Source: an optimization exercise on an open RTL-to-GDS flow (aim: a short achievable clock period and few clock cycles). Production flows keep margins and buffers that such runs may drop. The RTL was checked by simulation tests, not by an equivalence proof against the original design. Power is estimated from default activity; no workload was simulated.

$ cat flow/run.sh
#!/bin/bash
# synth_recipe.tcl (not shown) runs the flow's synth.tcl, then flattens the netlist and writes it again
# the make line also repeats each setting of config.mk as NAME=value (left out here)
make -C /OpenROAD-flow-scripts/flow DESIGN_CONFIG=/design/flow/config.mk WORK_HOME=/design/flow/orfs CLKGATE_MAP_FILE= SYNTH_SCRIPT=/design/flow/synth_recipe.tcl finish
$ cat flow/config.mk
export PLATFORM = sky130hd
export DESIGN_NAME = mips_core
export DESIGN_NICKNAME = mips_core
export VERILOG_FILES = /design/flow/design.v
export SDC_FILE = /design/flow/constraint.sdc
export NUM_CORES = 4
export LEC_CHECK = 0
export CAP_MARGIN = 20
export CORE_MARGIN = 2
export CORE_UTILIZATION = 40
export SLEW_MARGIN = 20
$ cat flow/constraint.sdc
create_clock -name core_clock -period 7.0 [get_ports {clock}]
set_input_delay 1.4000 -clock core_clock [delete_from_list [all_inputs] [get_ports {clock}]]
set_output_delay 1.4000 -clock core_clock [all_outputs]
set_load 0.01 [all_outputs]
$ cat flow/design.v
package mips_pkg;
	typedef logic [32-1:0] word_t;
	typedef logic [5-1:0] reg_addr_t;
	typedef enum logic [5:0] {
		OP_R_TYPE = 6'h00,
		OP_BEQ    = 6'h04,
		OP_ADDIU  = 6'h09,
		OP_LW     = 6'h23,
		OP_SW     = 6'h2b
	} opcode_e;
	typedef enum logic [5:0] {
		FN_ADDU = 6'h21,
		FN_SUBU = 6'h23,
		FN_AND  = 6'h24,
		FN_OR   = 6'h25,
		FN_SLT  = 6'h2a
	} funct_e;
	typedef enum logic [2:0] {
		ALU_ADD = 3'd0,
		ALU_SUB = 3'd1,
		ALU_AND = 3'd2,
		ALU_OR  = 3'd3,
		ALU_SLT = 3'd4
	} alu_op_e;
	typedef enum logic [1:0] {
		FWD_REG = 2'd0,
		FWD_MEM = 2'd1,
		FWD_WB  = 2'd2
	} fwd_sel_e;
	typedef struct packed {
		word_t instr;
		word_t pc_plus4;
	} if_id_t;
	typedef struct packed {
		word_t     rs_value;
		word_t     rt_value;
		word_t     imm;
		reg_addr_t rs;
		reg_addr_t rt;
		reg_addr_t dest;
		alu_op_e   alu_op;
		logic      use_imm;
		logic      reg_write;
		logic      mem_read;
		logic      mem_write;
		logic      branch;
		word_t     branch_target;
	} id_ex_t;
	typedef struct packed {
		word_t     alu_result;
		word_t     store_data;
		reg_addr_t dest;
		logic      reg_write;
		logic      mem_read;
		logic      mem_write;
	} ex_mem_t;
	typedef struct packed {
		word_t     wb_value;
		reg_addr_t dest;
		logic      reg_write;
	} mem_wb_t;
endpackage
`timescale 1ns/1ps
module pipe_reg #(
	parameter int WIDTH = 32
) (
	input  logic     clock,
	input  logic     rst_n,
	input  logic     hold,
	input  logic     flush,
	input  logic [WIDTH-1:0] d,
	output logic [WIDTH-1:0] q
);
	always_ff @(posedge clock) begin
		if (!rst_n || flush) begin
			q <= '0;
		end else if (!hold) begin
			q <= d;
		end
	end
endmodule
`timescale 1ns/1ps
module fetch_stage (
	input  logic  clock,
	input  logic  rst_n,
	input  logic  stall,
	input  logic  branch_taken,
	input  mips_pkg::word_t branch_target,
	output mips_pkg::word_t pc,
	output mips_pkg::word_t pc_plus4
);
	assign pc_plus4 = pc + 32'd4;
	always_ff @(posedge clock) begin
		if (!rst_n) begin
			pc <= 32'h0000_0000;
		end else if (branch_taken) begin
			pc <= branch_target;
		end else if (!stall) begin
			pc <= pc_plus4;
		end
	end
endmodule
`timescale 1ns/1ps
module reg_file (
	input  logic      clock,
	input  logic      rst_n,
	input  mips_pkg::reg_addr_t rs_addr,
	input  mips_pkg::reg_addr_t rt_addr,
	output mips_pkg::word_t     rs_value,
	output mips_pkg::word_t     rt_value,
	input  logic      wr_en,
	input  mips_pkg::reg_addr_t wr_addr,
	input  mips_pkg::word_t     wr_value
);
	mips_pkg::word_t regs [0:32-1];
	function automatic logic [31:0] read_port(input mips_pkg::reg_addr_t addr);
		mips_pkg::word_t value;
		if (addr == '0) begin
			value = '0;
		end else if (wr_en && wr_addr == addr) begin
			value = wr_value;
		end else begin
			value = regs[addr];
		end
		read_port = value;
	endfunction
	always_comb begin
		rs_value = read_port(rs_addr);
		rt_value = read_port(rt_addr);
	end
	always_ff @(posedge clock) begin
		if (!rst_n) begin
			for (int i = 0; i < 32; i++) begin
				regs[i] <= '0;
			end
		end else if (wr_en && wr_addr != '0) begin
			regs[wr_addr] <= wr_value;
		end
	end
endmodule
`timescale 1ns/1ps
module decode_stage (
	input  logic      clock,
	input  logic      rst_n,
	input  mips_pkg::if_id_t    if_id,
	input  logic      wb_en,
	input  mips_pkg::reg_addr_t wb_addr,
	input  mips_pkg::word_t     wb_value,
	output mips_pkg::id_ex_t    id_ex,
	output mips_pkg::reg_addr_t rs_addr,
	output mips_pkg::reg_addr_t rt_addr
);
	mips_pkg::opcode_e   opcode;
	mips_pkg::funct_e    funct;
	mips_pkg::reg_addr_t rd_addr;
	mips_pkg::word_t     imm_ext;
	mips_pkg::word_t     rs_value;
	mips_pkg::word_t     rt_value;
	assign opcode  = mips_pkg::opcode_e'(if_id.instr[31:26]);
	assign rs_addr = if_id.instr[25:21];
	assign rt_addr = if_id.instr[20:16];
	assign rd_addr = if_id.instr[15:11];
	assign funct   = mips_pkg::funct_e'(if_id.instr[5:0]);
	assign imm_ext = {{16{if_id.instr[15]}}, if_id.instr[15:0]};
	reg_file u_reg_file (
		.clock    (clock),
		.rst_n    (rst_n),
		.rs_addr  (rs_addr),
		.rt_addr  (rt_addr),
		.rs_value (rs_value),
		.rt_value (rt_value),
		.wr_en    (wb_en),
		.wr_addr  (wb_addr),
		.wr_value (wb_value)
	);
	always_comb begin
		id_ex          = '0;
		id_ex.rs_value = rs_value;
		id_ex.rt_value = rt_value;
		id_ex.imm      = imm_ext;
		id_ex.rs       = rs_addr;
		id_ex.rt       = rt_addr;
		id_ex.branch_target = if_id.pc_plus4 + {imm_ext[29:0], 2'b00};
		case (opcode)
			mips_pkg::OP_R_TYPE: begin
				id_ex.dest      = rd_addr;
				id_ex.reg_write = 1'b1;
				case (funct)
					mips_pkg::FN_ADDU: id_ex.alu_op = mips_pkg::ALU_ADD;
					mips_pkg::FN_SUBU: id_ex.alu_op = mips_pkg::ALU_SUB;
					mips_pkg::FN_AND:  id_ex.alu_op = mips_pkg::ALU_AND;
					mips_pkg::FN_OR:   id_ex.alu_op = mips_pkg::ALU_OR;
					mips_pkg::FN_SLT:  id_ex.alu_op = mips_pkg::ALU_SLT;
					default: begin
						id_ex.dest      = '0;
						id_ex.reg_write = 1'b0;
					end
				endcase
			end
			mips_pkg::OP_ADDIU: begin
				id_ex.dest      = rt_addr;
				id_ex.use_imm   = 1'b1;
				id_ex.reg_write = 1'b1;
			end
			mips_pkg::OP_LW: begin
				id_ex.dest      = rt_addr;
				id_ex.use_imm   = 1'b1;
				id_ex.reg_write = 1'b1;
				id_ex.mem_read  = 1'b1;
			end
			mips_pkg::OP_SW: begin
				id_ex.use_imm   = 1'b1;
				id_ex.mem_write = 1'b1;
			end
			mips_pkg::OP_BEQ: begin
				id_ex.branch = 1'b1;
				id_ex.alu_op = mips_pkg::ALU_SUB;
			end
			default: ;
		endcase
	end
endmodule
`timescale 1ns/1ps
module exe_stage (
	input  mips_pkg::id_ex_t   id_ex,
	input  logic [1:0] fwd_a,
	input  logic [1:0] fwd_b,
	input  mips_pkg::word_t    mem_result,
	input  mips_pkg::word_t    wb_result,
	output mips_pkg::ex_mem_t  ex_mem,
	output logic     branch_taken,
	output mips_pkg::word_t    branch_target
);
	mips_pkg::word_t op_a;
	mips_pkg::word_t rt_fwd;
	mips_pkg::word_t op_b;
	mips_pkg::word_t alu_result;
	function automatic logic [31:0] fwd_mux(input logic [1:0] sel, input mips_pkg::word_t reg_value,
		input mips_pkg::word_t mem_value, input mips_pkg::word_t wb_value);
		mips_pkg::word_t value;
		case (sel)
			mips_pkg::FWD_MEM: value = mem_value;
			mips_pkg::FWD_WB:  value = wb_value;
			default: value = reg_value;
		endcase
		fwd_mux = value;
	endfunction
	assign op_a   = fwd_mux(fwd_a, id_ex.rs_value, mem_result, wb_result);
	assign rt_fwd = fwd_mux(fwd_b, id_ex.rt_value, mem_result, wb_result);
	assign op_b   = id_ex.use_imm ? id_ex.imm : rt_fwd;
	always_comb begin
		case (id_ex.alu_op)
			mips_pkg::ALU_SUB: alu_result = op_a - op_b;
			mips_pkg::ALU_AND: alu_result = op_a & op_b;
			mips_pkg::ALU_OR:  alu_result = op_a | op_b;
			mips_pkg::ALU_SLT: alu_result = {31'd0, $signed(op_a) < $signed(op_b)};
			default: alu_result = op_a + op_b;
		endcase
	end
	assign branch_taken  = id_ex.branch && (op_a == rt_fwd);
	assign branch_target = id_ex.branch_target;
	always_comb begin
		ex_mem.alu_result = alu_result;
		ex_mem.store_data = rt_fwd;
		ex_mem.dest       = id_ex.dest;
		ex_mem.reg_write  = id_ex.reg_write;
		ex_mem.mem_read   = id_ex.mem_read;
		ex_mem.mem_write  = id_ex.mem_write;
	end
endmodule
`timescale 1ns/1ps
module hazard_unit (
	input  mips_pkg::reg_addr_t id_rs,
	input  mips_pkg::reg_addr_t id_rt,
	input  mips_pkg::reg_addr_t ex_rs,
	input  mips_pkg::reg_addr_t ex_rt,
	input  mips_pkg::reg_addr_t ex_dest,
	input  logic      ex_mem_read,
	input  mips_pkg::reg_addr_t mem_dest,
	input  logic      mem_wr_en,
	input  mips_pkg::reg_addr_t wb_dest,
	input  logic      wb_wr_en,
	input  logic      branch_taken,
	output logic [1:0]  fwd_a,
	output logic [1:0]  fwd_b,
	output logic      stall,
	output logic      flush_if_id,
	output logic      flush_id_ex
);
	logic load_use;
	function automatic logic [1:0] pick_source(input mips_pkg::reg_addr_t src);
		logic [1:0] sel;
		sel = mips_pkg::FWD_REG;
		if (src != '0 && mem_wr_en && mem_dest == src) begin
			sel = mips_pkg::FWD_MEM;
		end else if (src != '0 && wb_wr_en && wb_dest == src) begin
			sel = mips_pkg::FWD_WB;
		end
		pick_source = sel;
	endfunction
	always_comb begin
		fwd_a = pick_source(ex_rs);
		fwd_b = pick_source(ex_rt);
	end
	assign load_use = ex_mem_read && (ex_dest != '0)
		&& (ex_dest == id_rs || ex_dest == id_rt);
	assign stall       = load_use && !branch_taken;
	assign flush_if_id = branch_taken;
	assign flush_id_ex = branch_taken || load_use;
endmodule
`timescale 1ns/1ps
module mips_core (
	input  logic  clock,
	input  logic  rst_n,
	output mips_pkg::word_t instruction_addr,
	input  mips_pkg::word_t instruction,
	output mips_pkg::word_t data_addr,
	output mips_pkg::word_t data_wr,
	output logic  mem_read,
	output logic  mem_write,
	input  mips_pkg::word_t data_rd
);
	mips_pkg::word_t     pc;
	mips_pkg::word_t     pc_plus4;
	mips_pkg::if_id_t    if_id_d;
	mips_pkg::if_id_t    if_id_q;
	mips_pkg::id_ex_t    id_ex_d;
	mips_pkg::id_ex_t    id_ex_q;
	mips_pkg::ex_mem_t   ex_mem_d;
	mips_pkg::ex_mem_t   ex_mem_q;
	mips_pkg::mem_wb_t   mem_wb_d;
	mips_pkg::mem_wb_t   mem_wb_q;
	mips_pkg::reg_addr_t rs_addr;
	mips_pkg::reg_addr_t rt_addr;
	logic [1:0]  fwd_a;
	logic [1:0]  fwd_b;
	logic      stall;
	logic      flush_if_id;
	logic      flush_id_ex;
	logic      branch_taken;
	mips_pkg::word_t     branch_target;
	fetch_stage u_fetch (
		.clock         (clock),
		.rst_n         (rst_n),
		.stall         (stall),
		.branch_taken  (branch_taken),
		.branch_target (branch_target),
		.pc            (pc),
		.pc_plus4      (pc_plus4)
	);
	assign instruction_addr = pc;
	assign if_id_d.instr    = instruction;
	assign if_id_d.pc_plus4 = pc_plus4;
	pipe_reg #(.WIDTH(64)) u_if_id (
		.clock (clock), .rst_n (rst_n), .hold (stall), .flush (flush_if_id),
		.d (if_id_d), .q (if_id_q)
	);
	decode_stage u_decode (
		.clock    (clock),
		.rst_n    (rst_n),
		.if_id    (if_id_q),
		.wb_en    (mem_wb_q.reg_write),
		.wb_addr  (mem_wb_q.dest),
		.wb_value (mem_wb_q.wb_value),
		.id_ex    (id_ex_d),
		.rs_addr  (rs_addr),
		.rt_addr  (rt_addr)
	);
	pipe_reg #(.WIDTH(151)) u_id_ex (
		.clock (clock), .rst_n (rst_n), .hold (1'b0), .flush (flush_id_ex),
		.d (id_ex_d), .q (id_ex_q)
	);
	exe_stage u_exe (
		.id_ex         (id_ex_q),
		.fwd_a         (fwd_a),
		.fwd_b         (fwd_b),
		.mem_result    (ex_mem_q.alu_result),
		.wb_result     (mem_wb_q.wb_value),
		.ex_mem        (ex_mem_d),
		.branch_taken  (branch_taken),
		.branch_target (branch_target)
	);
	pipe_reg #(.WIDTH(72)) u_ex_mem (
		.clock (clock), .rst_n (rst_n), .hold (1'b0), .flush (1'b0),
		.d (ex_mem_d), .q (ex_mem_q)
	);
	assign data_addr = ex_mem_q.alu_result;
	assign data_wr   = ex_mem_q.store_data;
	assign mem_read  = ex_mem_q.mem_read;
	assign mem_write = ex_mem_q.mem_write;
	always_comb begin
		mem_wb_d.wb_value  = ex_mem_q.mem_read ? data_rd : ex_mem_q.alu_result;
		mem_wb_d.dest      = ex_mem_q.dest;
		mem_wb_d.reg_write = ex_mem_q.reg_write;
	end
	pipe_reg #(.WIDTH(38)) u_mem_wb (
		.clock (clock), .rst_n (rst_n), .hold (1'b0), .flush (1'b0),
		.d (mem_wb_d), .q (mem_wb_q)
	);
	hazard_unit u_hazard (
		.id_rs        (rs_addr),
		.id_rt        (rt_addr),
		.ex_rs        (id_ex_q.rs),
		.ex_rt        (id_ex_q.rt),
		.ex_dest      (id_ex_q.dest),
		.ex_mem_read  (id_ex_q.mem_read),
		.mem_dest     (ex_mem_q.dest),
		.mem_wr_en    (ex_mem_q.reg_write),
		.wb_dest      (mem_wb_q.dest),
		.wb_wr_en     (mem_wb_q.reg_write),
		.branch_taken (branch_taken),
		.fwd_a        (fwd_a),
		.fwd_b        (fwd_b),
		.stall        (stall),
		.flush_if_id  (flush_if_id),
		.flush_id_ex  (flush_id_ex)
	);
endmodule
==> impl_results.md <==
* Clk slew on worst S/H paths at 0.06 ns
* Period utilization at 84.8%
* Number of global-route vias before repair at 53400
* Placement row count at 161
* Final Skew at 0.0501 ns
* Post-Synth Simple-Gate Area at 15.0%
* Hold Crit Class: register to register
* Post-synth cell types at 102
* Logic pwr share at 14.0%
* Initial drt markers at 6445
* CTS tree: done
* # IOs at 164
* Avg Vias per Cell at 6.10
* Post-CTS setup buffers at 0
* RSZ-0062 raised after global routing: no
* CTS Buf Count at 154
* Sw Share at 26.8%
* Post-route minimum period at 5.93 ns
* Synth async-reset ratio at 0%
* Number of enable flip-flop cells after synthesis at 1024
* Compound-Gate Fraction of Synth Area at 8.70%
* Worst Path Arrival at 6.69 ns
* First-pass GRT wire length at 379000 um
* Layout cells sized above 1 at 17.8%
* GRT met2 Usage at 42.6%
* Post-layout util at 44.9%
* Most frequent CP cell: a21oi_1
* Cells after Synth at 6299
* Top Usage Layer GRT: met2
* Register area share after synthesis at 48.8%
* Syn-to-layout area delta at 11.9%
* Worst Path Required at 7.76 ns
* DPL Wire Length at 168000 um
* VDD IR max at 0.235 mV
* Via Count at 53900
* Average cell area after synthesis at 12.2 um2
* GP Congestion at 0.922
* Largest net degree at the start of global routing at 126
* Max Root-Sink Buffers at 3
* Max-cap violations at 0
* Core area at 192000 um2
* Met1 Usage GRT at 35.4%
* Port Buf Inserts at 163
* Pins Over Slew Limit at 0
* Post-synth top flop: edfxtp_1
* Initial antenna violation count at 11
* Critical path class: register to register
* Critical path's slowest cell: nor4_1
* Latest clock arrival within the worst-skew pair at 0.82 ns
* 1st-pass router iterations at 7
* Ys Warns at 10
* LEAKAGE at 30.4 nW
* Die Area at 196000 um2
* CTS Hold Buffers Added at 0
* Int Pwr at 14.9 mW
* # DRC at 0
* Slew margin rel. at 27.8%
* Clock sinks at 1365
* Status: no timing/DRC/antenna violations
* CTS Root Cell: clkbuf_16
* Register bit total from synthesis at 1365
* Crit. End Element: register
* Post-DRT Antenna Nets at 0
* Slew at the pin closest to its max-slew limit at 1.08 ns
* Post-CTS resize count at 0
* CP bufs+invs at 2
* Layout Nets at 6383
* Family with the most delay on the worst path: compound AO/OA/AOI/OAI gates
* CP max stage delay at 0.67 ns
* Seq pwr share at 45.6%
* XOR/XNOR Fraction of Synth Area at 1.67%
* Power Density at 237 nW/um2
* GRT Total Usage at 26.3%
* Hold Vio Cnt, Final at 0
* Setup TNS Final at 0 ns
* Met3 Track Usage GR at 4.96%
* Initial Util at 40.1%
* Die height at 443 um
* Drt total wl at 262000 um
* Post-synthesis mux area share at 19.4%
* DIE WIDTH at 443 um
* Mapped cell area at 77000 um2
* GRT overflow at 0
* Switching Power at 5.48 mW
* Adder-cell share of the synthesized area at 2.13%
* H-tree Lvls at 4
* Setup violations, final at 0
* Max Clk Rate at 169 MHz
* CP startpoint kind: register
* Worst-path cell chain: xnor2_1 -> nand4_1 -> buf_4 -> nor2_1 -> mux2i_1 -> a21oi_1 -> mux2_2 -> ha_1 -> inv_1 -> nor4_1 -> a311o_1 -> a21oi_1 -> o41ai_1 -> a2111oi_0 -> a21bo_2 -> o311a_1
* Drt wl/cell at 29.6 um
* Max FO, Critical Path at 12
* Clk network pwr share at 40.4%
* Main combinational cell family by area after synthesis: multiplexers
-- per-layer routing --
layer  vias to the layer above  part of all wire [%]
met1                     27500                    41
met5                         -                 0.066
met2                      2711                    47
li1                      23200                     -
met4                         4                   3.4
met3                       508                   8.6
-- stage by stage --
step	instances	hold WS, ns	setup WS [ns]	power (mW)	instance area (um2)
after floorplan	6330	0.412	1.63	11.2	77100
after global placement	8557	0.433	1.23	12.3	81100
after detailed placement	8557	0.424	1.12	12.3	81100
after CTS	8839	0.437	1.10	20.5	86200
after global routing	8840	0.450	0.620	21.0	86200
final	8842	0.434	1.07	20.4	86200
-- synth_stat cells (15+ instances only) --
master    count  area (um2)
o21a_1       40         300
nor4b_1      33         289
o21ai_1      15        75.1
nand2b_1     34         213
clkbuf_1    422        1580
a221o_1      58         581
inv_1       120         450
o22ai_1      64         400
a31oi_1      24         150
xnor2_1      90         788
buf_1        88         330
edfxtp_1   1024       30700
mux2i_1     281        2810
o221ai_1     36         315
mux2_2       65         732
ha_1        126        1580
nor3b_1      45         338
a221oi_1     25         219
and2_1     1043        6530
buf_4        84         631
buf_2        43         215
o21ai_0     145         726
a211oi_1     66         495
nand3_1      93         465
dfxtp_1     341        6830
o211ai_1     95         713
nor3_1      105         526
a21o_1       29         218
nor2_1      287        1080
mux4_2      504       11400
nor4_1       16         100
and3_1       24         150
nand4_1      20         125
xor2_1       53         464
nand2_1     300        1130
o21bai_1     18         135
a21oi_1     215        1080
-- layout by cell type (no fill, tap or decap), types with 159 or more instances in the layout --
cell / n
clkbuf_16: 159
and2_1: 1043
mux2i_1: 281
buf_4: 173
a21oi_1: 215
dfxtp_1: 324
edfxtp_1: 1024
mux4_2: 504
clkdlybuf4s50_1: 162
nor2_1: 255
nand2_1: 298
-- worst paths after layout --
| path | start | endpoint | cells past startpoint | slack [ns] |
|---|---|---|---|---|
| setup reg to reg | u_mem_wb.q[5] | u_ex_mem.q[68] | 16 | 1.07 |
| setup / recovery | u_mem_wb.q[5] | u_ex_mem.q[68] | 16 | 1.07 |
| hold reg to reg | u_id_ex.q[33] | u_ex_mem.q[0] | 1 | 0.43 |
| hold / removal | u_id_ex.q[33] | u_ex_mem.q[0] | 1 | 0.43 |
-- registers in the layout, summed over array words and instances, names as in the netlist --
signal	flops
u_ex_mem.q	72
u_mem_wb.q	38
u_if_id.q	64
u_id_ex.q	135
u_fetch.pc	32
u_decode.u_reg_file.regs	1024
-- kinds of logic after synthesis --
family,after synthesis
buffers and inverters,769
XOR/XNOR,145
adder cells (fa/ha/maj),129
multiplexers,852
AO/OA/AOI/OAI,966
other,1
AND/OR/NAND/NOR,2072
flip-flops,1365
-- power by group through the flow --
stage,Combinational (mW),Sequential [mW],Clock (mW)
floorplan,1.84,9.32,0
global placement,2.79,9.46,0
detailed placement,2.80,9.48,0
CTS,2.81,9.31,8.35
global route,3.02,9.34,8.65
finish,2.85,9.31,8.26
-- cell type report --
class | instances | area [um2]
diodes | 2 | 5.00
clock buffers | 201 | 4200
clock inverters | 81 | 841
fillers | 17200 | 106000
inverters | 122 | 460
multi-input cells | 4196 | 36700
flip-flops and latches | 1365 | 37600
well taps | 2526 | 3160
repair buffers | 349 | 3180
Testbench counts, summed over its fixed seeds: cycles 36,144.

[port drivers added, routing unchanged]
Ports are ideal in the flow. The routed layout listed here was re-timed in OpenROAD. Step 1, drivers: a clkbuf_16 drives clock and a buf_2 each remaining input, both assumed. Step 2, shift: input delay + t, output delay - t, t = (earliest + latest rising clock arrival at the registers) / 2. This alone moves slack from input paths to output paths. Slacks: ideal / step 1 / step 2; pairs: ideal / step 1.
shift t [ns]: 0.883
setup slack, ns: 1.066 / 1.066 / 1.066
cell pins on the clock port's net: 1
After both steps setup and hold are still met in this run. The setup slack of this run moves by 0.000 ns with the drivers and by 0.000 ns with both steps.
